This is an optimization exercise on Yosys and OpenROAD, whose aim is small area, a short achievable clock period and few clock cycles per item, not a production implementation. The RTL was checked by simulation tests, not by an equivalence proof against the original design. Power figures rest on the tool's default switching activity, not on a simulated workload.

==> flow/design.v (outline; a module is shown in full before it is edited, if it fits) <==
// module des_key_sched: 42 lines
// module des_round_f: 41 lines
// module des_sbox1: 136 lines
// module des_sbox2: 129 lines
// module des_sbox3: 117 lines
// module des_sbox4: 126 lines
// module des_sbox5: 147 lines
// module des_sbox6: 140 lines
// module des_sbox7: 134 lines
// module des_sbox8: 134 lines
// module des_engine: 119 lines
// module des_xmix: 7 lines
// module des_wb_regs: 80 lines
// module des_top: 54 lines
module des_top (
  input  logic        clk,
  input  logic        rst,
  input  logic        wb_cyc_i,
  input  logic        wb_stb_i,
  input  logic        wb_we_i,
  input  logic [2:0]  wb_adr_i,
  input  logic [31:0] wb_dat_i,
  output logic        wb_ack_o,
  output logic [31:0] wb_dat_o
);
  // ...
==> flow/flow/run.sh <==
#!/bin/bash
# Standard layout, with two changes: plain buffers on the ports instead of the
# delay cells buffer_ports picks by default, and the module holding the last
# xor of the round kept apart while Yosys and ABC map the logic, so the late
# S-box outputs meet one xor gate. synth_recipe.tcl flattens it afterwards.
set -euo pipefail
export BUFFER_PORTS_ARGS="-buffer_cell sky130_fd_sc_hd__buf_2"
export SYNTH_KEEP_MODULES="des_xmix"
bash standard.sh finish > make_finish.log 2>&1
==> flow/standard.sh <==
#!/bin/bash
# synth_recipe.tcl (not shown) runs the flow's synth.tcl, then flattens the netlist and writes it again
# the make line also repeats each setting of config.mk as NAME=value (left out here)
make -C /OpenROAD-flow-scripts/flow DESIGN_CONFIG=/design/flow/config.mk WORK_HOME=/design/flow/orfs CLKGATE_MAP_FILE= SYNTH_SCRIPT=/design/flow/synth_recipe.tcl "${@:-finish}"
==> flow/config.mk <==
export PLATFORM = sky130hd
export DESIGN_NAME = des_top
export DESIGN_NICKNAME = des_top
export VERILOG_FILES = /design/flow/design.v
export SDC_FILE = /design/flow/constraint.sdc
export NUM_CORES = 4
export LEC_CHECK = 0
export CAP_MARGIN = 20
export CORE_MARGIN = 2
export CORE_UTILIZATION = 40
export SETUP_SLACK_MARGIN = 4.3
export SLEW_MARGIN = 20
==> flow/constraint.sdc <==
create_clock -name core_clock -period 6.5 [get_ports {clk}]
set_input_delay 1.3000 -clock core_clock [delete_from_list [all_inputs] [get_ports {clk}]]
set_output_delay 1.3000 -clock core_clock [all_outputs]
set_load 0.01 [all_outputs]
==> run notes, run 1 <==
status finished clean; Post-route DRC 0; Die Ht 212 um; Starting Density 40.4%; Total GRT Usage a little under a quarter; met1 usage 33.1%; core area 43000 um2; Post-synth EDFFs 161; ant diodes 0; CP startpoint wb_regs_inst.dat_q[29]; gpl congestion 0.871; fin crit period 2.35 ns; final instance area slightly above 20000 um2; CP Capture Type output port; PostCTS Resize Cnt 159; Hold WC Path Type reg2reg; xor/xnor share of the synthesized area 7.26%; Well-Tap Cells 585; Pint 5.31 mW; Sw Pwr 3.76 mW; initial antenna violation count 0; commonest non-fill, non-tap cells in the layout 161 x edfxtp_1, 157 x a22oi_1, 120 x nand2_1; multi-input gate count approximately 1200; CP peak stage delay 0.36 ns; total power between 9 and 10 mW; Reg with most FFs engine_inst.x_q; Slew headroom a little over half; asr flop ratio synth 0%; fin cells approximately 2400; clk cell area share 5.06%
Testbench counts, summed over its fixed seeds: cycles 8,512, items 384.
==> run 2: changes to the inputs <==
--- a/flow/config.mk
+++ b/flow/config.mk
@@ -8,5 +8,5 @@
 export CAP_MARGIN = 20
 export CORE_MARGIN = 2
 export CORE_UTILIZATION = 40
-export SETUP_SLACK_MARGIN = 4.3
+export SETUP_SLACK_MARGIN = 4.0
 export SLEW_MARGIN = 20
==> run notes, run 2 <==
Pint 5.00 mW (-5.7%); Root Buffer Master clkbuf_16; CP Capture Type register; Mapped Cells 1718; MaxCap Viol Count 0; data required time of the worst path 6.71 ns; RSZ-0062 raised after global routing true; most used flip-flop cell after synthesis edfxtp_1; Post-synth top cells 161 x edfxtp_1, 157 x a22oi_1, 151 x dfxtp_1; share of the synthesized area in the top cell type 27.8%; fillcell total 4121; grt total ovfl 0; Synth Net Count roughly 1800; I/O Pins 73; max reg flops 48; largest area contributor in the netlist edfxtp_1; layout cells sized above 1 14.3%; drt first pass iters 10; status finished clean; Worst path slowest cell a21o_4; YS warnings 4; Area contributors post-synth edfxtp_1 28%, dfxtp_1 17%, a22oi_1 6.8%; most common cell in the netlist edfxtp_1; total power 8.56 mW (-5.5%); final WL approximately 53 mm; Starting Density 40.4% (unchanged); Skew-Pair Late Insertion Delay approximately 0.57 ns; Setup CP Type in2reg; Final Hold Viols 0; Top delay family on crit path buffers and inverters; crit-path cells buf_2, nor3_4, buf_4, a21o_4; multi-input logic area 8910 um2; most common cell after layout, fill and taps aside edfxtp_1; Reg area 7920 um2; Synth Cell Area ~17000 um2; initial antenna violation count 2 (+2); Sw Pwr 3.56 mW (-5.4%); vias in the first global route 13478; period utilisation layout 38.0%; syn_area_per_cell roughly 10 um2; Nets 1817; Hold WC Path Type reg2reg; leakage ~7.6 nW; clock skew 0.00818 ns; CTS Buffer Depth 3; TritonCTS buffer count 31; Vias 14158; gpl congestion 0.885 (+1.6%); CTS sink cnt approximately 310; CTS tree yes; hold_ws about 0.44 ns; PD cells 442 nW/um2; total negative setup slack 0 ns; Total GRT Usage 22.6% (-1.1 points); Post-synth EDFFs 161 (unchanged); final setup fails 0; register share of total power 38.0%; DIE WIDTH 212 um; CP Max Fanout 32; Die Ht 212 um (unchanged); asr flop ratio synth 0% (unchanged); switching share of total power 41.5%; sequential fraction of the synthesis area a little under half; Final Slew Violations 0; flops & latches, synth between 300 and 400; fin crit period 2.47 ns (+0.116 ns); global-route wire length before repair 79.0 mm; CTS H-Tree Depth 1; P&R area growth vs syn 11.4%; DPL Wire Length 35.7 mm; largest net degree at the start of global routing 70; Comb power frac about two fifths; routed length per instance 22.6 um; Post-route DRC 0 (unchanged); Buf/Inv on CP 2; CP Data Arrival Time 2.68 ns; Core Rows 76; DIE AREA 45100 um2; core area 43000 um2 (unchanged); final instance area 19300 um2 (-5.2%); Worst-Margin Slew 0.906 ns; CP Launch Type primary input; Max IR drop VDD approximately 0.26 mV; FMAX 0.405 GHz; via/cell ratio about 6.1; CP peak stage delay 0.54 ns (+0.18 ns); commonest non-fill, non-tap cells in the layout 161 x edfxtp_1, 157 x a22oi_1, 121 x nand2_1; Routed Antenna Nets 0; PortBufs 72; Reg with most FFs engine_inst.x_q; Synth cell types 87; drt initial violations 1794; dpl cell area between 15000 and 20000 um2; Slew headroom 39.5% (-15 points); power share of the clock group 21.7%; Clock transition at path regs 0.06 ns
[run 2: worst paths after layout]
kind / start / to / slack (ns) / cells after the start
setup reg to reg: engine_inst.run_q / engine_inst.x_q[28] / 4.11 / 8
hold / removal: wb_regs_inst.ack_q / wb_regs_inst.ack_q / 0.44 / 1
setup / recovery: wb_adr_i[0] / wb_regs_inst.key_hi[4] / 4.03 / 4
hold reg to reg: wb_regs_inst.ack_q / wb_regs_inst.ack_q / 0.44 / 1
[run 2: per-module statistics from Yosys (local to each module, per instance)]
module,cells inside,flip-flops and latches,area [um2]
des_top,1670,312,16900
des_xmix,48,0,420
[run 2: power by group through the flow]
stage	registers [mW]	logic, mW	clock network (mW)
6_report	3.26	3.45	1.85
5_1_grt	3.32	3.84	1.95
4_1_cts	3.21	3.37	1.88
3_5_place_dp	3.24	3.33	0
3_3_place_gp	3.24	3.28	0
2_1_floorplan	2.67	2.97	0
[run 2: area by class of cell]
cell class,instances,share of cell area [%]
clock inverter,17,1.03
antenna,2,0.0259
sequential,312,41.0
clock buffer,40,4.39
inverter,57,1.12
tap,585,3.78
timing repair buffer,88,2.62
multi-input combinational,1222,46.1
[run 2: cell families after synthesis]
kind of cell	after synthesis	synth area share, %
AOI/OAI and AO/OA	520	21.9
xor gates and xnor gates	144	7.26
adders and majority gates	67	4.80
buffers and inverters	187	4.40
DFF	312	45.2
muxes	81	4.92
and+or+nand+nor	407	11.5
[run 2: what timing repair did]
action / 4_1_cts / 5_1_grt
endpoints found under the setup margin: 118 / 101
pin swaps: 3 / 4
hold buffers: 0 / 0
gates resized for setup: 27 / 31
hold endpoints to repair: 0 / 0
setup buffers: 0 / 3
gates cloned: 1 / 2
[run 2: through the flow]
step	setup WS, ns	util, %	cells
2_1_floorplan	3.98	-	1718
3_3_place_gp	3.36	42.1	2258
3_5_place_dp	3.33	42.1	2258
4_1_cts	3.97	44.7	2316
5_1_grt	4.00	45.0	2321
6_report	4.03	45.0	2323
[run 2: metal layers]
layer	global-route usage [%]	vias to the layer above	wire (um)
met5	0	-	0
met4	8.73	0	1780
met3	3.74	96	5060
met2	35.6	772	23700
met1	31.2	6779	22100
li1	-	6511	-
==> run 3: changes to the inputs <==
--- a/flow/config.mk
+++ b/flow/config.mk
@@ -8,5 +8,6 @@
 export CAP_MARGIN = 20
 export CORE_MARGIN = 2
 export CORE_UTILIZATION = 40
-export SETUP_SLACK_MARGIN = 4.0
+export SETUP_SLACK_MARGIN = 4.15
 export SLEW_MARGIN = 20
+export TNS_END_PERCENT = 30
==> run notes, run 3 <==
Max IR drop VDD 0.218 mV (-15%); Clock transition at path regs 0.06 ns (about the same); status finished clean; Synth Net Count 1823 (unchanged); Post-synth EDFFs 161 (unchanged); share of the synthesized area in the top cell type 27.8% (unchanged); DPL Wire Length 35.4 mm (-1.0%); Nets 1823 (+0.33%); flops & latches, synth 312 (unchanged); core area 43000 um2 (unchanged); clock skew 0.0137 ns (+0.00551 ns); hold path depth 1 (unchanged); CP Data Arrival Time 2.72 ns (+0.04 ns); Worst-Margin Slew 1.12 ns (+0.210 ns); Sw Pwr 3.61 mW (+1.5%); Core Rows 76 (unchanged); Slew headroom 25.5% (-14 points); CP peak stage delay 0.54 ns (about the same); global-route wire length before repair 80.8 mm (+2.3%); Die Ht 212 um (unchanged); most used flip-flop cell after synthesis edfxtp_1; most common cell in the netlist edfxtp_1; fillcell total 4096 (-0.61%); Final Hold Viols 0 (unchanged); CP Max Fanout 32 (unchanged); CTS H-Tree Depth 1 (unchanged); data required time of the worst path 6.71 ns (about the same); Mapped Cells 1718 (unchanged); PortBufs 72 (unchanged); final WL 53.8 mm (+2.3%); grt total ovfl 0 (unchanged); routed length per instance 23.1 um (+2.1%); final setup fails 0 (unchanged); DIE AREA 45100 um2 (unchanged); Buf/Inv on CP 2 (unchanged); Skew-Pair Late Insertion Delay 0.57 ns (about the same); PD cells 448 nW/um2 (+1.3%); RSZ-0062 raised after global routing true; r2r setup slk 4.14 ns (+0.03 ns); CTS Buffer Depth 3 (unchanged); MaxCap Viol Count 0 (unchanged); Area contributors post-synth edfxtp_1 28%, dfxtp_1 17%, a22oi_1 6.8%; CTS tree yes; Post-synth top cells 161 x edfxtp_1, 157 x a22oi_1, 151 x dfxtp_1; DIE WIDTH 212 um (unchanged); vias in the first global route 13563 (+0.63%); CP Launch Type primary input; gpl congestion 0.887 (+0.20%); Setup CP Type in2reg; worst r2r path cells 6 (-2); CP Capture Type register; largest net degree at the start of global routing 63 (-10%); sequential fraction of the synthesis area 45.2% (unchanged); Hold WC Path Type reg2reg; Root Buffer Master clkbuf_16; largest area contributor in the netlist edfxtp_1; YS warnings 4 (unchanged); Total GRT Usage 23.2% (+0.53 points); Starting Density 40.4% (unchanged); Post-route DRC 0 (unchanged); leakage 7.67 nW (+1.1%); Reg with most FFs engine_inst.x_q; total negative setup slack 0 ns (unchanged); TritonCTS buffer count 31 (unchanged); drt initial violations 1820 (+1.4%); most common cell after layout, fill and taps aside edfxtp_1; ant diodes 0 (-2); Top delay family on crit path buffers and inverters; via/cell ratio 6.11 (+0.30%); register share of total power 37.0% (-1.0 points); worst r2r src engine_inst.x_q[45]; commonest non-fill, non-tap cells in the layout 161 x edfxtp_1, 157 x a22oi_1, 121 x nand2_1; Vias 14231 (+0.52%); Final Slew Violations 0 (unchanged); I/O Pins 73 (unchanged); Worst path slowest cell a21o_4; Synth Cell Area 17400 um2 (unchanged); Synth cell types 87 (unchanged); DP Cell Count 2257 (-0.044%); FMAX 0.399 GHz (-1.7%); initial antenna violation count 0 (-2); post-cts hold buffer count 0 (unchanged); Comb power frac 40.7% (+0.4 points); fin crit period 2.51 ns (+0.0415 ns); period utilisation layout 38.6% (+0.64 points); drt first pass iters 12 (+2); layout cells sized above 1 15.6% (+1.3 points); fin cells 2328 (+0.22%); asr flop ratio synth 0% (unchanged); Hold Path End wb_regs_inst.ack_q; crit-path cells buf_2, nor3_4, buf_4, a21o_4; Routed Antenna Nets 0 (unchanged); switching share of total power 41.3% (-0.27 points); max reg flops 48 (unchanged); syn_area_per_cell 10.1 um2 (unchanged); total power 8.75 mW (+2.2%); hold_sp wb_regs_inst.ack_q; CTS sink cnt 312 (unchanged); power share of the clock group 22.3% (+0.6 points); reg2reg end engine_inst.x_q[22]; P&R area growth vs syn 12.4%; Pint 5.14 mW (+2.7%)
run 3: cell types whose count changed in the layout (fill, tap and decap cells not counted), moves of 3 or more:
cell | previous run | this run
buf_4 | 13 | 17
ha_1 | 64 | 61
dfxtp_1 | 114 | 109
dfxtp_4 | 8 | 11
run 3: metal layers:
| layer | global-route usage (%) | vias up | share of wire [%] |
|---|---|---|---|
| met5 | 0 | - | 0 |
| met2 | 37.5 | 706 | 47 |
| li1 | - | 6532 | - |
| met3 | 3.00 | 72 | 8.4 |
| met4 | 6.51 | 0 | 2.3 |
| met1 | 32.5 | 6921 | 43 |
run 3: how the worst max path moves through the flow:
stage                      from                  endpoint  slack (ns)  depth (start not counted)
floorplan           wb_adr_i[0]   wb_regs_inst.data_hi[0]        4.01                          5
global placement    wb_adr_i[0]  wb_regs_inst.data_hi[22]        3.06                          4
detailed placement  wb_adr_i[0]  wb_regs_inst.data_hi[22]        3.03                          4
CTS                 wb_adr_i[2]    wb_regs_inst.key_lo[8]        3.94                          4
global route        wb_adr_i[2]   wb_regs_inst.key_hi[22]        3.96                          4
finish              wb_adr_i[2]    wb_regs_inst.key_hi[5]        3.99                          4
run 3: logic make-up after synthesis:
logic type | Yosys count | synth area share [%]
compound gates | 520 | 21.9
xor+xnor | 144 | 7.26
fa+ha+maj | 67 | 4.80
buf+inv | 187 | 4.40
flops | 312 | 45.2
mux | 81 | 4.92
simple gates | 407 | 11.5
run 3: timing repair:
action	4_1_cts	5_1_grt
gates cloned	4	1
buffers inserted	7	1
pin swaps	7	3
endpoints found under the setup margin	223	192
gates resized for setup	43	32
run 3: cell type report:
class                           count  area [um2]  area share, %
Clock buffer                       40         860           4.40
Clock inverter                     18         254           1.30
Inverter                           57         214           1.10
Multi-Input combinational cell   1224        8990           46.0
Sequential cell                   312        7940           40.7
Tap cell                          585         732           3.75
Timing Repair Buffer               92         537           2.75
run 3: worst reg2reg max path: cells and delay by family (launching register included):
| kind | cells | cell delay, ns |
|---|---|---|
| DFF | 1 | 0.72 |
| and+or+nand+nor | 1 | 0.37 |
| AOI/OAI and AO/OA | 4 | 0.97 |
| xor gates and xnor gates | 1 | 0.18 |
run 3: stage by stage:
stage | hold slack [ns] | utilization [%] | setup slack, ns | instance area (um2)
after global routing | 0.470 | 45.4 | 3.96 | 19500
after floorplan | 0.434 | - | 4.01 | 17500
after CTS | 0.439 | 45.2 | 3.94 | 19400
final | 0.440 | 45.4 | 3.99 | 19500
after detailed placement | 0.430 | 42.1 | 3.03 | 18100
after global placement | 0.412 | 42.1 | 3.06 | 18100
run 3: Yosys stat by module, one instance, submodules excluded:
module | copies in the design | flops+latches
des_top | 1 | 312
des_xmix | 1 | 0
run 3: power groups by stage:
stage	Clock [mW]	Combinational [mW]	Sequential, mW
2_1_floorplan	0	2.97	2.67
3_3_place_gp	0	3.29	3.24
3_5_place_dp	0	3.34	3.24
4_1_cts	1.97	3.48	3.19
5_1_grt	2.05	3.96	3.30
6_report	1.95	3.56	3.24
==> run 4: changes to the inputs <==
--- a/flow/config.mk
+++ b/flow/config.mk
@@ -10,4 +10,3 @@
 export CORE_UTILIZATION = 40
 export SETUP_SLACK_MARGIN = 4.15
 export SLEW_MARGIN = 20
-export TNS_END_PERCENT = 30
==> run notes, run 4 <==
status finished clean; Worst-Margin Slew 0.804 ns (-0.312 ns); Vias 14159 (-0.51%); CP peak stage delay 0.36 ns (-0.18 ns); DIE WIDTH 212 um (unchanged); CP Capture Type output port; most common cell after layout, fill and taps aside edfxtp_1; FMAX 0.426 GHz (+6.9%); Synth Cell Area 17400 um2 (unchanged); P&R area growth vs syn 12.3%; max reg flops 48 (unchanged); Nets 1825 (+0.11%); largest net degree at the start of global routing 60 (-4.8%); Die Ht 212 um (unchanged); Final Hold Viols 0 (unchanged); total negative setup slack 0 ns (unchanged); Buf/Inv on CP 1 (-1); MaxCap Viol Count 0 (unchanged); Area contributors post-synth edfxtp_1 28%, dfxtp_1 17%, a22oi_1 6.8%; Final Util 45.4% (-0.058 points); DPL Wire Length 35.4 mm (+0.17%); Mapped Cells 1718 (unchanged); Routed Antenna Nets 0 (unchanged); I/O Pins 73 (unchanged); fin crit period 2.35 ns (-0.162 ns); Clock transition at path regs 0.07 ns (about the same); leakage 7.60 nW (-0.91%); post-cts hold buffer count 0 (unchanged); asr flop ratio synth 0% (unchanged); Synth Net Count 1823 (unchanged); period utilisation layout 36.1% (-2.5 points); WL met1 23.2 mm (+0.89%); PD cells 436 nW/um2 (-2.8%); Synth cell types 87 (unchanged); clock skew 0.0166 ns (+0.00294 ns); Reg with most FFs engine_inst.x_q; CTS sink cnt 312 (unchanged); crit-path cells buf_6; routed length per instance 22.7 um (-1.7%); core area 43000 um2 (unchanged); Starting Density 40.4% (unchanged); PortBufs 72 (unchanged); vias in the first global route 13259 (-2.2%); drt first pass iters 9 (-3); TritonCTS buffer count 30 (-3.2%); Post-synth top cells 161 x edfxtp_1, 157 x a22oi_1, 151 x dfxtp_1; commonest non-fill, non-tap cells in the layout 161 x edfxtp_1, 157 x a22oi_1, 121 x nand2_1; CTS tree yes; syn_area_per_cell 10.1 um2 (unchanged); CP Data Arrival Time 1.05 ns (-1.67 ns); Final Slew Violations 0 (unchanged); share of the synthesized area in the top cell type 27.8% (unchanged); hold path depth 1 (unchanged); DR WL met2 24.4 mm (-2.3%); most common cell in the netlist edfxtp_1; via/cell ratio 6.08 (-0.51%); layout cells sized above 1 15.9% (+0.29 points); Worst path slowest cell dfxtp_4; flops & latches, synth 312 (unchanged); final WL 52.9 mm (-1.7%); Skew-Pair Late Insertion Delay 0.57 ns (about the same); Top delay family on crit path flip-flops; Core Rows 76 (unchanged); Hold WC Path Type reg2reg; Top Layer Used met5; global-route wire length before repair 80.0 mm (-1.0%); Root Buffer Master clkbuf_16; r2r setup slk 4.20 ns (+0.06 ns); YS warnings 4 (unchanged); Max IR drop VDD 0.247 mV (+13%); worst r2r path cells 7 (+1); DIE AREA 45100 um2 (unchanged); met3 wire length 4.12 mm (-8.9%); Slew headroom 46.3% (+21 points); sequential fraction of the synthesis area 45.2% (unchanged); Setup CP Type reg2out; drt initial violations 2075 (+14%); final setup fails 0 (unchanged); hold_sp wb_regs_inst.ack_q; RSZ-0062 raised after global routing true; Post-synth EDFFs 161 (unchanged); Total GRT Usage 22.9% (-0.23 points); CTS Buffer Depth 3 (unchanged); gpl congestion 0.877 (-1.1%); CP Max Fanout 1 (-97%); Hold Path End wb_regs_inst.ack_q; reg2reg end engine_inst.x_q[32]; worst r2r src engine_inst.x_q[14]; CP startpoint wb_regs_inst.dat_q[28]; CTS H-Tree Depth 1 (unchanged); CP Launch Type register; grt total ovfl 0 (unchanged); Post-route DRC 0 (unchanged); initial antenna violation count 1 (+1); most used flip-flop cell after synthesis edfxtp_1; ant diodes 0 (unchanged); largest area contributor in the netlist edfxtp_1; data required time of the worst path 5.20 ns (-1.51 ns)
-- run 4: changes by cell type in the layout (fill, tap and decap cells not counted), moves of 3 or more --
cell       before  now
buf_2          71   59
buf_6           3   15
bufinv_16       6    1
clkbuf_1        4   12
clkbuf_8        5    0
clkinv_1        3   11
clkinv_2        6    1
dfxtp_1       109   88
dfxtp_2        31   46
dfxtp_4        11   17
ha_2            3    0
ha_4            1    4
-- run 4: area by class of cell --
type	count	area, um2
Clock buffer	43	821
Clock inverter	12	72.6
Fill cell	4081	23500
Inverter	57	223
Multi-Input combinational cell	1224	9030
Sequential cell	312	7980
Tap cell	585	732
Timing Repair Buffer	95	634
-- run 4: per-stage QoR --
step	power, mW	cells	setup slack, ns	hold WS, ns	area (um2)
5_1_grt	9.03	2328	4.04	0.433	19500
2_1_floorplan	5.64	1718	4.01	0.434	17500
3_3_place_gp	6.53	2257	3.05	0.412	18100
6_report	8.49	2328	4.15	0.410	19500
4_1_cts	8.29	2318	4.13	0.439	19200
3_5_place_dp	6.57	2257	3.00	0.430	18100
-- run 4: timing repair --
item	4_1_cts	5_1_grt
setup endpoints to repair	227	91
resized for setup	78	44
cloned	4	1
pin swaps	6	6
buffers inserted	2	9
-- run 4: Yosys stat by module, one instance, submodules excluded --
module	flops+latches	times used
des_xmix	0	1
des_top	312	1
-- run 4: kinds of logic after synthesis --
family          Yosys count  synth area share [%]
compound gates          520                  21.9
simple gates            407                  11.5
flops                   312                  45.2
buf+inv                 187                  4.40
xor+xnor                144                  7.26
mux                      81                  4.92
fa+ha+maj                67                  4.80
-- run 4: worst reg2reg max path, cell delays in order (launching register included) --
cell and delay [ns]:
dfxtp_2 0.46, inv_1 0.13, ha_1 0.26, xnor2_1 0.28, o41ai_1 0.12, a311o_1 0.38
a2111oi_4 0.44, xor2_1 0.11
-- run 4: worst max path at each step --
stage	end	slack, ns	cells after the start
global placement	wb_regs_inst.data_hi[22]	3.05	4
floorplan	wb_regs_inst.data_hi[0]	4.01	5
finish	wb_dat_o[28]	4.15	1
global route	engine_inst.x_q[2]	4.04	7
CTS	wb_dat_o[29]	4.13	1
detailed placement	wb_regs_inst.data_hi[22]	3.00	4
-- run 4: layer usage --
metal	global-route usage [%]	up-vias
met2	37.0	678
met3	3.13	61
met5	0	-
met1	32.4	6893
li1	-	6525
met4	5.91	2
-- run 4: report_power, final --
group	internal, mW	total (mW)	switching, mW
clock network	0.909	1.64	0.730
logic	1.56	3.57	2.01
registers	2.46	3.28	0.818
total	4.93	8.49	3.56
==> run 5: changes to the inputs <==
--- a/flow/config.mk
+++ b/flow/config.mk
@@ -7,6 +7,6 @@
 export LEC_CHECK = 0
 export CAP_MARGIN = 20
 export CORE_MARGIN = 2
-export CORE_UTILIZATION = 40
+export CORE_UTILIZATION = 50
 export SETUP_SLACK_MARGIN = 4.15
 export SLEW_MARGIN = 20
==> run notes, run 5 <==
Root Buffer Master clkbuf_16; DIE WIDTH 190 um (-10%); Die Ht 190 um (-10%); PortBufs 72 (unchanged); most common cell after layout, fill and taps aside edfxtp_1; leakage 7.83 nW (+3.0%); total power 9.20 mW (+8.3%); met3 wire length 4.85 mm (+18%); Post-synth EDFFs 161 (unchanged); P&R area growth vs syn 13.9%; Vias 14327 (+1.2%); TritonCTS buffer count 34 (+13%); Area contributors post-synth edfxtp_1 28%, dfxtp_1 17%, a22oi_1 6.8%; routed length per instance 24.2 um (+6.5%); largest net degree at the start of global routing 57 (-5.0%); grt total ovfl 0 (unchanged); largest area contributor in the netlist edfxtp_1; Starting Density 50.5% (+10 points); Worst path slowest cell dfxtp_1; asr flop ratio synth 0% (unchanged); hold_ws 0.455 ns (+0.0451 ns); Setup CP Type reg2out; Mapped Cells 1718 (unchanged); status finished clean; via/cell ratio 6.48 (+6.5%); Synth Cell Area 17400 um2 (unchanged); initial antenna violation count 0 (-1); RSZ-0062 raised after global routing true; Total GRT Usage 29.1% (+6.1 points); most used flip-flop cell after synthesis edfxtp_1; CP peak stage delay 0.36 ns (about the same); gpl congestion 0.905 (+3.2%); PD cells 465 nW/um2 (+6.7%); sequential fraction of the synthesis area 45.2% (unchanged); CTS Buffer Depth 3 (unchanged); DP Cell Count 2129 (-5.7%); Slew headroom 39.0% (-7.3 points); drt first pass iters 9 (unchanged); Buf/Inv on CP 1 (unchanged); commonest non-fill, non-tap cells in the layout 161 x edfxtp_1, 157 x a22oi_1, 121 x nand2_1; CP Launch Type register; DR WL met2 23.8 mm (-2.8%); Core Rows 68 (-11%); clock skew 0.0132 ns (-0.00341 ns); MaxCap Viol Count 0 (unchanged); final WL 53.5 mm (+1.1%); CTS sink cnt 312 (unchanged); post-cts hold buffer count 0 (unchanged); I/O Pins 73 (unchanged); WL met1 23.9 mm (+3.0%); fillcell total 2983 (-27%); CP Data Arrival Time 1.03 ns (-0.02 ns); DIE AREA 36200 um2 (-20%); Final Slew Violations 0 (unchanged); share of the synthesized area in the top cell type 27.8% (unchanged); DPL Wire Length 35.5 mm (+0.25%); Post-synth top cells 161 x edfxtp_1, 157 x a22oi_1, 151 x dfxtp_1; final setup fails 0 (unchanged); CTS tree yes; most common cell in the netlist edfxtp_1; Nets 1835 (+0.55%); Worst-Margin Slew 0.915 ns (+0.111 ns); Top Layer Used met4; Clock transition at path regs 0.06 ns (about the same); Post-route DRC 0 (unchanged); data required time of the worst path 5.20 ns (about the same); Final Hold Viols 0 (unchanged); drt initial violations 2136 (+2.9%); flops & latches, synth 312 (unchanged); Synth cell types 87 (unchanged); fin cells 2211 (-5.0%); CP Max Fanout 1 (unchanged); fin crit period 2.33 ns (-0.0169 ns); YS warnings 4 (unchanged); layout cells sized above 1 17.3% (+1.4 points); ant diodes 0 (unchanged); syn_area_per_cell 10.1 um2 (unchanged); Skew-Pair Late Insertion Delay 0.53 ns (-0.04 ns); crit-path cells buf_2; CTS H-Tree Depth 2 (+1); global-route wire length before repair 80.8 mm (+0.99%); Max IR drop VDD 0.274 mV (+11%); CP Capture Type output port; Synth Net Count 1823 (unchanged); period utilisation layout 35.9% (-0.26 points); core area 34400 um2 (-20%); max reg flops 48 (unchanged); FMAX 0.429 GHz (+0.72%); total negative setup slack 0 ns (unchanged); vias in the first global route 13301 (+0.32%); Reg with most FFs engine_inst.x_q; Top delay family on crit path flip-flops; Routed Antenna Nets 0 (unchanged); Hold WC Path Type reg2reg
-- run 5: worst paths after layout --
| kind | from | end | slack, ns | depth (start not counted) |
|---|---|---|---|---|
| worst max-delay path | wb_regs_inst.dat_q[3] | wb_dat_o[3] | 4.17 | 1 |
| worst min-delay path | wb_regs_inst.ack_q | wb_regs_inst.ack_q | 0.45 | 1 |
| worst max register to register | engine_inst.x_q[8] | engine_inst.x_q[8] | 4.21 | 5 |
| worst min register to register | wb_regs_inst.ack_q | wb_regs_inst.ack_q | 0.45 | 1 |
-- run 5: cell type report --
cell class | instances | area [um2] | share of cell area, %
clock buffer | 45 | 986 | 4.98
clock inverter | 17 | 320 | 1.62
inverter | 57 | 214 | 1.08
multi-input combinational | 1226 | 9120 | 46.1
sequential | 312 | 7960 | 40.2
tap | 455 | 569 | 2.88
timing repair buffer | 99 | 612 | 3.09
-- run 5: per-layer routing --
metal | vias to the layer above | GRT usage, %
li1 | 6569 | -
met2 | 733 | 43.3
met5 | - | 0
met3 | 59 | 3.99
met1 | 6966 | 44.6
met4 | 0 | 6.44
-- run 5: kinds of logic after synthesis --
kind of cell / after synthesis / synth area share [%]
compound gates: 520 / 21.9
simple gates: 407 / 11.5
flops: 312 / 45.2
buf+inv: 187 / 4.40
xor+xnor: 144 / 7.26
mux: 81 / 4.92
fa+ha+maj: 67 / 4.80
-- run 5: stage by stage --
stage	util, %	area, um2	worst slack, ns
3_5_place_dp	52.2	17900	3.08
4_1_cts	56.9	19500	4.15
3_3_place_gp	52.2	17900	3.08
5_1_grt	57.6	19800	4.14
6_report	57.6	19800	4.17
2_1_floorplan	-	17500	4.01
-- run 5: Yosys stat by module, one instance, submodules excluded --
module | flops+latches | copies in the design | cell area (um2)
des_top | 312 | 1 | 16900
des_xmix | 0 | 1 | 420
-- run 5: where the power goes --
group          leakage (nW)  switching [mW]  internal [mW]
Combinational          4.39            2.15           1.58
Clock                 0.629           0.811           1.43
Sequential             2.81           0.756           2.46
Total                  7.83            3.72           5.48
-- run 5: timing repair --
item	in CTS	in global routing
gates resized for setup	64	50
pin swaps	10	8
setup buffers	8	5
cloned	5	2
setup endpoints to repair	181	143
==> run 6: changes to the inputs <==
--- a/flow/config.mk
+++ b/flow/config.mk
@@ -8,5 +8,7 @@
 export CAP_MARGIN = 20
 export CORE_MARGIN = 2
 export CORE_UTILIZATION = 50
+export CTS_CLUSTER_DIAMETER = 80
+export CTS_CLUSTER_SIZE = 20
 export SETUP_SLACK_MARGIN = 4.15
 export SLEW_MARGIN = 20
==> run notes, run 6 <==
Post-synth EDFFs 161 (unchanged); RSZ-0062 raised after global routing true; fillcell total 3047 (+2.1%); hold path depth 1 (unchanged); flops & latches, synth 312 (unchanged); post-synthesis compound-gate area fraction 21.9% (unchanged); Nets 1823 (-0.65%); vias in the first global route 13083 (-1.6%); Final Util 55.4% (-2.1 points); share of the synthesized area in the top cell type 27.8% (unchanged); asr flop ratio synth 0% (unchanged); Top Layer Used met4; Hold WC Path Type reg2reg; Core Rows 68 (unchanged); Area contributors post-synth edfxtp_1 28%, dfxtp_1 17%, a22oi_1 6.8%; largest family of logic cells by synthesized area compound AO/OA/AOI/OAI gates; drt initial violations 2203 (+3.1%); I/O Pins 73 (unchanged); Root Buffer Master clkbuf_16; grt total ovfl 0 (unchanged); CP Launch Type register; most common cell in the netlist edfxtp_1; post-synthesis mux area share 4.92% (unchanged); gpl congestion 0.905 (unchanged); fin crit period 2.40 ns (+0.0719 ns); largest net degree at the start of global routing 57 (unchanged); Slew headroom 37.9% (-1.2 points); Starting Density 50.5% (unchanged); Final Slew Violations 0 (unchanged); max reg flops 48 (unchanged); CP Capture Type register; initial antenna violation count 1 (+1); CTS sink cnt 312 (unchanged); Die Ht 190 um (unchanged); largest area contributor in the netlist edfxtp_1; PD cells 430 nW/um2 (-7.5%); sequential fraction of the synthesis area 45.2% (unchanged); layout cells sized above 1 15.4% (-1.9 points); Max IR drop VDD 0.275 mV (+0.35%); P&R area growth vs syn 9.70%; met3 wire length 4.48 mm (-7.6%); Routed Antenna Nets 0 (unchanged); final setup fails 0 (unchanged); Synth cell types 87 (unchanged); Skew-Pair Late Insertion Delay 0.53 ns (about the same); worst r2r path cells 7 (+2); leakage 7.50 nW (-4.2%); FMAX 0.416 GHz (-3.0%); drt first pass iters 11 (+2); Final Hold Viols 0 (unchanged); Post-route DRC 0 (unchanged); worst r2r src engine_inst.x_q[15]; Total GRT Usage 28.6% (-0.45 points); data required time of the worst path 6.95 ns (+1.75 ns); CTS Buffer Depth 3 (unchanged); core area 34400 um2 (unchanged); Mapped Cells 1718 (unchanged); CP startpoint engine_inst.x_q[15]; clock skew 0.0265 ns (+0.0133 ns); routed length per instance 24.1 um (-0.35%); Reg area 7960 um2 (about the same); CP Max Fanout 16 (+15); DIE AREA 36200 um2 (unchanged); Reg with most FFs engine_inst.x_q; Setup CP Type reg2reg; syn_area_per_cell 10.1 um2 (unchanged); Clock transition at path regs 0.08 ns (+0.02 ns); Synth Cell Area 17400 um2 (unchanged); commonest non-fill, non-tap cells in the layout 161 x edfxtp_1, 157 x a22oi_1, 121 x nand2_1; xor/xnor share of the synthesized area 7.26% (unchanged); Synth Net Count 1823 (unchanged); final WL 52.7 mm (-1.4%); Vias 14123 (-1.4%); total negative setup slack 0 ns (unchanged); DPL Wire Length 35.5 mm (unchanged); multi-input logic area 9040 um2 (-0.85%); WL met1 24.2 mm (+1.3%); MaxCap Viol Count 0 (unchanged); Post-synth top cells 161 x edfxtp_1, 157 x a22oi_1, 151 x dfxtp_1; PortBufs 72 (unchanged); adder-cell area share of the yosys netlist 4.80% (unchanged); Post-Synth Simple-Gate Area 11.5% (unchanged); via/cell ratio 6.46 (-0.34%); global-route wire length before repair 79.9 mm (-1.1%); CTS H-Tree Depth 1 (-1); CP Data Arrival Time 2.86 ns (+1.83 ns); CTS tree yes; status finished clean; most common cell after layout, fill and taps aside edfxtp_1; DIE WIDTH 190 um (unchanged); hold_sp wb_regs_inst.ack_q; TritonCTS buffer count 20 (-41%); DR WL met2 23.0 mm (-3.3%); period utilisation layout 37.0% (+1.1 points); YS warnings 4 (unchanged); Worst-Margin Slew 0.932 ns (+0.0173 ns); most used flip-flop cell after synthesis edfxtp_1
run 6: cell type report:
type                       instances  share of cell area, %
sequential                       312                   41.8
clock buffer                      32                   2.98
timing repair buffer             102                   3.44
clock inverter                     3                  0.190
tap                              455                   2.99
antenna                            1                 0.0131
multi-input combinational       1225                   47.5
inverter                          57                   1.14
run 6: kinds of logic (layout without fill, tap and decap cells):
kind of cell,Yosys count,after routing
AOI/OAI and AO/OA,520,525
xor gates and xnor gates,144,144
adders and majority gates,67,67
buffers and inverters,187,194
DFF,312,312
muxes,81,81
other,0,1
and+or+nand+nor,407,408
run 6: layer usage:
metal / GRT usage, % / vias to the layer above
met5: 0 / -
li1: - / 6536
met2: 43.1 / 705
met1: 44.1 / 6817
met3: 3.24 / 65
met4: 5.96 / 0
run 6: critical path, cell delays in order, from the launching register on:
cell       delay, ns
dfxtp_2         0.56
inv_1           0.13
ha_1            0.25
xnor2_1         0.30
o41ai_1         0.12
a311o_1         0.38
a2111oi_4       0.44
xor2_1          0.17
run 6: through the flow:
step | hold WS [ns] | area (um2) | instances | power (mW) | worst slack (ns)
floorplan | 0.434 | 17500 | 1718 | 5.64 | 4.01
global placement | 0.413 | 17900 | 2129 | 6.57 | 3.08
detailed placement | 0.437 | 17900 | 2129 | 6.59 | 3.08
CTS | 0.448 | 18800 | 2175 | 7.96 | 3.98
global route | 0.449 | 19000 | 2186 | 8.74 | 4.02
finish | 0.424 | 19000 | 2187 | 8.19 | 4.10
run 6: power breakdown:
part	switching [mW]	leakage [nW]	internal (mW)
Clock	0.685	0.289	0.613
Sequential	0.777	2.81	2.46
Combinational	2.10	4.40	1.56
run 6: worst paths after layout:
| path | slack [ns] | endpoint |
|---|---|---|
| worst min-delay path | 0.42 | wb_regs_inst.ack_q |
| worst min register to register | 0.42 | wb_regs_inst.ack_q |
| worst max-delay path | 4.10 | engine_inst.x_q[32] |
| worst max register to register | 4.10 | engine_inst.x_q[32] |
run 6: repair_timing:
item / in CTS / in global routing
setup endpoints to repair: 182 / 121
pin swaps: 8 / 9
setup buffers: 6 / 10
resized for setup: 56 / 47
hold buffers: 0 / 0
cloned: 5 / 1
run 6: modules after synthesis, one instance, submodules excluded:
module	cells	flip-flops and latches
des_top	1670	312
des_xmix	48	0
==> run 7: changes to the inputs <==
--- a/flow/config.mk
+++ b/flow/config.mk
@@ -10,5 +10,5 @@
 export CORE_UTILIZATION = 50
 export CTS_CLUSTER_DIAMETER = 80
 export CTS_CLUSTER_SIZE = 20
-export SETUP_SLACK_MARGIN = 4.15
+export SETUP_SLACK_MARGIN = 4.2
 export SLEW_MARGIN = 20
==> run notes, run 7 <==
status finished clean; data required time of the worst path 5.20 ns (-1.75 ns); Mapped Cells 1718 (unchanged); Synth cell types 87 (unchanged); final instance area 19400 um2 (+1.9%); CP Launch Type register; P&R area growth vs syn 11.8%; max reg flops 48 (unchanged); commonest non-fill, non-tap cells in the layout 161 x edfxtp_1, 157 x a22oi_1, 119 x nand2_1; crit-path cells buf_6; switching share of total power 42.8% (-0.74 points); clock skew 0.0178 ns (-0.00865 ns); multi-input logic area 9170 um2 (+1.3%); fillcell total 3049 (+0.066%); DP Cell Count 2128 (-0.047%); global-route wire length before repair 80.6 mm (+0.80%); YS warnings 4 (unchanged); vias in the first global route 13133 (+0.38%); Sw Pwr 3.54 mW (-0.71%); TritonCTS buffer count 19 (-5.0%); Setup CP Type reg2out; initial antenna violation count 0 (-1); gpl congestion 0.926 (+2.4%); Skew-Pair Late Insertion Delay 0.52 ns (about the same); Post-synth EDFFs 161 (unchanged); ant diodes 0 (-1); Starting Density 50.5% (unchanged); grt total ovfl 0 (unchanged); routed length per instance 24.4 um (+1.4%); CP Capture Type output port; largest net degree at the start of global routing 58 (+1.8%); drt initial violations 1988 (-9.8%); Max IR drop VDD 0.218 mV (-21%); Hold WC Path Type reg2reg; asr flop ratio synth 0% (unchanged); Total GRT Usage 28.9% (+0.25 points); Reg area 8000 um2 (+0.57%); most used flip-flop cell after synthesis edfxtp_1; CP Max Fanout 1 (-15); total negative setup slack 0 ns (unchanged); DIE WIDTH 190 um (unchanged); sequential fraction of the synthesis area 45.2% (unchanged); hold_ws 0.410 ns (-0.0136 ns); Die Ht 190 um (unchanged); FMAX 0.434 GHz (+4.3%); leakage 7.59 nW (+1.3%); register share of total power 38.9% (-0.6 points); power share of the clock group 15.3% (-0.5 points); largest area contributor in the netlist edfxtp_1; most common cell in the netlist edfxtp_1; final WL 53.7 mm (+1.8%); Post-route DRC 0 (unchanged); period utilisation layout 35.4% (-1.5 points); Final Slew Violations 0 (unchanged); dpl cell area 17900 um2 (about the same); CTS Buffer Depth 3 (unchanged); DPL Wire Length 35.4 mm (-0.16%); Final Util 56.5% (+1.1 points); drt first pass iters 10 (-1); fin crit period 2.30 ns (-0.0986 ns); flops & latches, synth 312 (unchanged); CTS H-Tree Depth 1 (unchanged); via/cell ratio 6.45 (-0.16%); CTS sink cnt 312 (unchanged); Pint 4.74 mW (+2.3%); CP peak stage delay 0.37 ns (-0.19 ns); Core Rows 68 (unchanged); Clock transition at path regs 0.09 ns (about the same); CTS tree yes; fin cells 2196 (+0.41%); Post-synth top cells 161 x edfxtp_1, 157 x a22oi_1, 151 x dfxtp_1; Synth Net Count 1823 (unchanged); syn_area_per_cell 10.1 um2 (unchanged); layout cells sized above 1 18.1% (+2.7 points); Comb power frac 45.7% (+1.0 points); Worst-Margin Slew 0.673 ns (-0.259 ns); Vias 14159 (+0.25%); Buf/Inv on CP 1 (unchanged); PD cells 426 nW/um2 (-0.91%); final setup fails 0 (unchanged); MaxCap Viol Count 0 (unchanged); Root Buffer Master clkbuf_16; Routed Antenna Nets 0 (unchanged); Synth Cell Area 17400 um2 (unchanged); Slew headroom 55.1% (+17 points); core area 34400 um2 (unchanged); Top delay family on crit path flip-flops; Nets 1834 (+0.60%); I/O Pins 73 (unchanged); share of the synthesized area in the top cell type 27.8% (unchanged); Final Hold Viols 0 (unchanged); Reg with most FFs engine_inst.x_q; most common cell after layout, fill and taps aside edfxtp_1; DIE AREA 36200 um2 (unchanged); CP Data Arrival Time 1.00 ns (-1.86 ns); RSZ-0062 raised after global routing true; Worst path slowest cell dfxtp_4; Area contributors post-synth edfxtp_1 28%, dfxtp_1 17%, a22oi_1 6.8%; PortBufs 72 (unchanged)
-- run 7: cell counts after synthesis --
Identical to the previous run, type by type.
-- run 7: per-module statistics from Yosys (local to each module, per instance) --
| module | cell area (um2) | cells |
|---|---|---|
| des_top | 16900 | 1670 |
| des_xmix | 420 | 48 |
-- run 7: kinds of logic (layout without fill, tap and decap cells) --
| family | Yosys count | count (layout) | synth area share, % |
|---|---|---|---|
| AO/OA/AOI/OAI | 520 | 525 | 21.9 |
| AND/OR/NAND/NOR | 407 | 409 | 11.5 |
| flip-flops | 312 | 312 | 45.2 |
| buffers and inverters | 187 | 203 | 4.40 |
| XOR/XNOR | 144 | 144 | 7.26 |
| multiplexers | 81 | 81 | 4.92 |
| adder cells (fa/ha/maj) | 67 | 67 | 4.80 |
-- run 7: repair_timing --
action / 4_1_cts / 5_1_grt
pin swaps: 11 / 9
setup endpoints to repair: 260 / 193
hold buffers: 0 / 0
cloned: 6 / 1
buffers inserted: 11 / 17
gates resized for setup: 99 / 86
-- run 7: through the flow --
stage          worst slack (ns)  total power [mW]
6_report                   4.20              8.28
5_1_grt                    4.12              8.82
4_1_cts                    4.02              8.00
3_5_place_dp               3.05              6.59
3_3_place_gp               3.08              6.55
2_1_floorplan              4.01              5.64
-- run 7: routing by layer --
metal	vias to the layer above	track usage [%]	wire (um)
met5	-	0	0
li1	6547	-	-
met2	710	44.0	23600
met4	0	4.98	843
met3	48	3.48	4870
met1	6854	44.3	24300
-- run 7: area by class of cell --
type	count	share of cell area, %
sequential	312	41.2
multi-input combinational	1226	47.2
timing repair buffer	113	4.56
clock inverter	1	0.155
tap	455	2.93
clock buffer	32	2.81
inverter	57	1.11
-- run 7: worst paths after layout --
kind / slack (ns) / cells past startpoint / endpoint / from
max reg2reg: 4.23 / 7 / engine_inst.x_q[2] / engine_inst.x_q[44]
min reg2reg: 0.41 / 1 / wb_regs_inst.ack_q / wb_regs_inst.ack_q
min: 0.41 / 1 / wb_regs_inst.ack_q / wb_regs_inst.ack_q
max: 4.20 / 1 / wb_dat_o[28] / wb_regs_inst.dat_q[28]
-- run 7: power by group through the flow --
stage | logic [mW] | clock network, mW | registers [mW]
after floorplan | 2.97 | 0 | 2.67
after global placement | 3.33 | 0 | 3.22
after detailed placement | 3.37 | 0 | 3.22
after CTS | 3.51 | 1.28 | 3.20
after global routing | 4.19 | 1.35 | 3.28
final | 3.78 | 1.27 | 3.22

[separate check: timing with driven ports]
The results above use ideal ports. As a check the final layouts listed here were re-extracted and re-timed, cells and wires unchanged.
Step 1 (the two cells are an assumption about what drives the block):
set clk [get_ports {clk}]
set_driving_cell -lib_cell sky130_fd_sc_hd__clkbuf_16 $clk
set_driving_cell -lib_cell sky130_fd_sc_hd__buf_2 [delete_from_list [all_inputs] $clk]
Step 2 moves the port delays by t, midway between the first and last clock arrival at a register: inputs arrive t later, outputs are due t later. That takes back most of the time a late clock gives input paths.
Slacks: ideal / step 1 / step 2; pairs: ideal / step 1.
run | shift t [ns] | slack for setup (ns) | pins driven straight from the clock port
run 1 | 0.619 | 4.149 / 4.095 / 3.663 | 1
run 2 | 0.620 | 4.033 / 4.021 / 3.441 | 1
run 3 | 0.615 | 3.991 / 4.022 / 3.407 | 1
run 4 | 0.610 | 4.153 / 4.103 / 3.582 | 1
run 5 | 0.573 | 4.170 / 4.116 / 3.658 | 1
run 6 | 0.572 | 4.098 / 4.095 / 3.621 | 1
run 7 | 0.570 | 4.196 / 4.141 / 3.719 | 1
After both steps every run listed still meets setup and hold. For run 2, which loses most, drivers alone change the setup slack by -0.012 ns; drivers and shift together by -0.592 ns.
